This is an optimization exercise on Yosys and OpenROAD, whose aim is small area, a short achievable clock period and few clock cycles per item, not a production implementation. Function was checked by simulation only, so behaviour that the tests miss may differ from the original.

Design sha256_hasher, start of the top module:
module sha256_hasher (
  input  wire logic                     clk,
  input  wire logic                     block_load,
  input  wire logic                     block_start,
  input  wire logic                     message_load,
  input  wire sha256_pkg::sha256_block_t block,
  output logic                          block_ready,
  output logic                          done,
  output sha256_pkg::sha256_state_t     hash,
  output sha256_pkg::block_count_t      block_count
);
For scale: about 6400 cells after synthesis, about 1100 flip-flops, about 56000 um2 of cells after synthesis.
==> flow/config.mk <==
export PLATFORM = sky130hd
export DESIGN_NAME = sha256_hasher
export DESIGN_NICKNAME = sha256_hasher
export VERILOG_FILES = /design/flow/design.v
export SDC_FILE = /design/flow/constraint.sdc
export NUM_CORES = 4
export LEC_CHECK = 0
export CAP_MARGIN = 20
export CORE_MARGIN = 2
export CORE_UTILIZATION = 35
export CTS_CLUSTER_DIAMETER = 100
export CTS_CLUSTER_SIZE = 20
export PLACE_DENSITY = 0.5
export SETUP_SLACK_MARGIN = 4.1
export SLEW_MARGIN = 20
==> flow/constraint.sdc <==
create_clock -name core_clock -period 8.8 [get_ports {clk}]
set_input_delay 1.7600 -clock core_clock [delete_from_list [all_inputs] [get_ports {clk}]]
set_output_delay 1.7600 -clock core_clock [all_outputs]
set_load 0.01 [all_outputs]
standard.sh (not shown) runs the stock make flow with config.mk's settings and CLKGATE_MAP_FILE= SYNTH_SCRIPT=/design/flow/synth_recipe.tcl, a recipe that flattens the netlist after the stock synthesis.
==> flow/flow/run.sh <==
#!/bin/bash
# The standard layout (the standard.sh, unchanged synthesis and steps),
# except that the port buffers are made from the smallest buffer cell.
set -euo pipefail
export BUFFER_PORTS_ARGS="-buffer_cell sky130_fd_sc_hd__buf_1"
bash standard.sh > standard.log 2>&1
Testbench counts at the start, summed over its fixed seeds: cycles 33,988, blocks 516.
Next try:
- SETUP_SLACK_MARGIN: 4.1 -> 4.7
- TNS_END_PERCENT: unset -> 20
Result: Setup slack improved by 270 ps. First-iteration DRC count goes up by 2.8%. Utilization goes up by 0.87 points. Critical path depth goes up by 1.
Next try:
- CTS_CLUSTER_DIAMETER: 100 -> unset
- CTS_CLUSTER_SIZE: 20 -> unset
- TNS_END_PERCENT: 20 -> unset
After rerunning:
- non-clock buffer count is higher by 4
- worst hold slack got worse by 6.8 ps
- clock skew drops by 27 ps
- synthesized cell count does not change
- wire length is higher by 0.39%
- final cell count rises by 1.5%
Next try:
- CTS_CLUSTER_DIAMETER: unset -> 120
- CTS_CLUSTER_SIZE: unset -> 25
Effect:
- critical path depth does not change
- die area does not change
- routed wire length falls by 0.73%
- count of clock-buffer cells in the layout falls by 116
- worst setup slack improves by 48 ps
- first-iteration DRC count rises by 4.2%
- utilization falls by 1.7 points
- flip-flop and latch count does not change
- clock skew rises by 6.5 ps
- cell area falls by 4.2%
Next try:
- CORE_UTILIZATION: 35 -> 50
- CTS_CLUSTER_DIAMETER: 120 -> 100
- CTS_CLUSTER_SIZE: 25 -> 20
- PLACE_DENSITY: 0.5 -> 0.65
The changed run went through all stages and came out clean.
Global-route usage went up by 9.3 points.
Worst setup slack gets worse by 100 ps.
Via count went up by 1.5%.
Worst hold slack gets worse by 5.4 ps.
Routed wire length went down by 7.7%.
Die area went down by 30%.
Final area went down by 0.66%.
Critical path depth stays the same.
Synthesized cell count does not change.


Starting RTL as in the previous note.
==> flow/config.mk <==
export PLATFORM = sky130hd
export DESIGN_NAME = sha256_hasher
export DESIGN_NICKNAME = sha256_hasher
export VERILOG_FILES = /design/flow/design.v
export SDC_FILE = /design/flow/constraint.sdc
export NUM_CORES = 4
export LEC_CHECK = 0
export CAP_MARGIN = 20
export CORE_MARGIN = 2
export CORE_UTILIZATION = 35
export CTS_CLUSTER_DIAMETER = 100
export CTS_CLUSTER_SIZE = 20
export PLACE_DENSITY = 0.5
export SETUP_SLACK_MARGIN = 4.4
export SLEW_MARGIN = 20
==> flow/constraint.sdc <==
create_clock -name core_clock -period 8.8 [get_ports {clk}]
set_input_delay 1.7600 -clock core_clock [delete_from_list [all_inputs] [get_ports {clk}]]
set_output_delay 1.7600 -clock core_clock [all_outputs]
set_load 0.01 [all_outputs]
Scripts as last shown in full above: flow/flow/run.sh
The baseline finished clean.
Testbench counts at the start, summed over its fixed seeds: cycles 33,988, blocks 516.
Rerun with:
Settings changed: SETUP_SLACK_MARGIN 4.4 to 4.7.
Register-to-register slack improves by 0.07 ns.
Clock-buffer cell count is lower by 5.
Die area does not change.
Area after synthesis stays the same.
Via count rose slightly.
Routed wire length increases by a few percent.
Utilization rose by 0.87 points.
Worst hold slack is worse by 0.019 ns.
Clock skew grows by 0.053 ns.

[static timing again, ports no longer ideal]
The flow's constraints put no driver on any port. The routed layouts listed below were extracted and timed again, unchanged, in two steps. Step 1 (the two cells are an assumption about what drives the block):
set clk [get_ports {clk}]
set_driving_cell -lib_cell sky130_fd_sc_hd__clkbuf_16 $clk
set_driving_cell -lib_cell sky130_fd_sc_hd__buf_2 [delete_from_list [all_inputs] $clk]
Step 2 times the ports against the registers' clock, not the clock port: input delays grow and output delays shrink by t, the midpoint of the rising clock arrivals with the driver on. Slacks: ideal / step 1 / step 2; pairs: ideal / step 1.
run	t, ns	slack for setup (ns)	hold slack, ns	worst slew at a driven data input, ns	pins driven straight from the clock port
the first run of note 1	0.777	4.314 / 4.314 / 3.947	0.354 / 0.354 / 0.354	0.17	1
the second run of note 1	0.784	4.587 / 4.587 / 4.074	0.337 / 0.337 / 0.337	0.18	1
the third run of note 1	0.859	4.548 / 4.548 / 4.142	0.330 / 0.330 / 0.330	0.18	1
the fourth run of note 1	0.786	4.595 / 4.595 / 4.093	0.340 / 0.340 / 0.340	0.18	1
the fifth run of note 1	0.726	4.495 / 4.495 / 4.126	0.335 / 0.335 / 0.335	0.16	1
the first run of note 2	0.780	4.500 / 4.500 / 3.996	0.354 / 0.354 / 0.354	0.17	1
the second run of note 2	0.781	4.571 / 4.571 / 4.097	0.335 / 0.335 / 0.335	0.18	1
After both steps setup and hold are still met in every run listed. The setup slack of the second run of note 1, which loses most, moves by 0.000 ns with the drivers and by -0.513 ns with both steps.
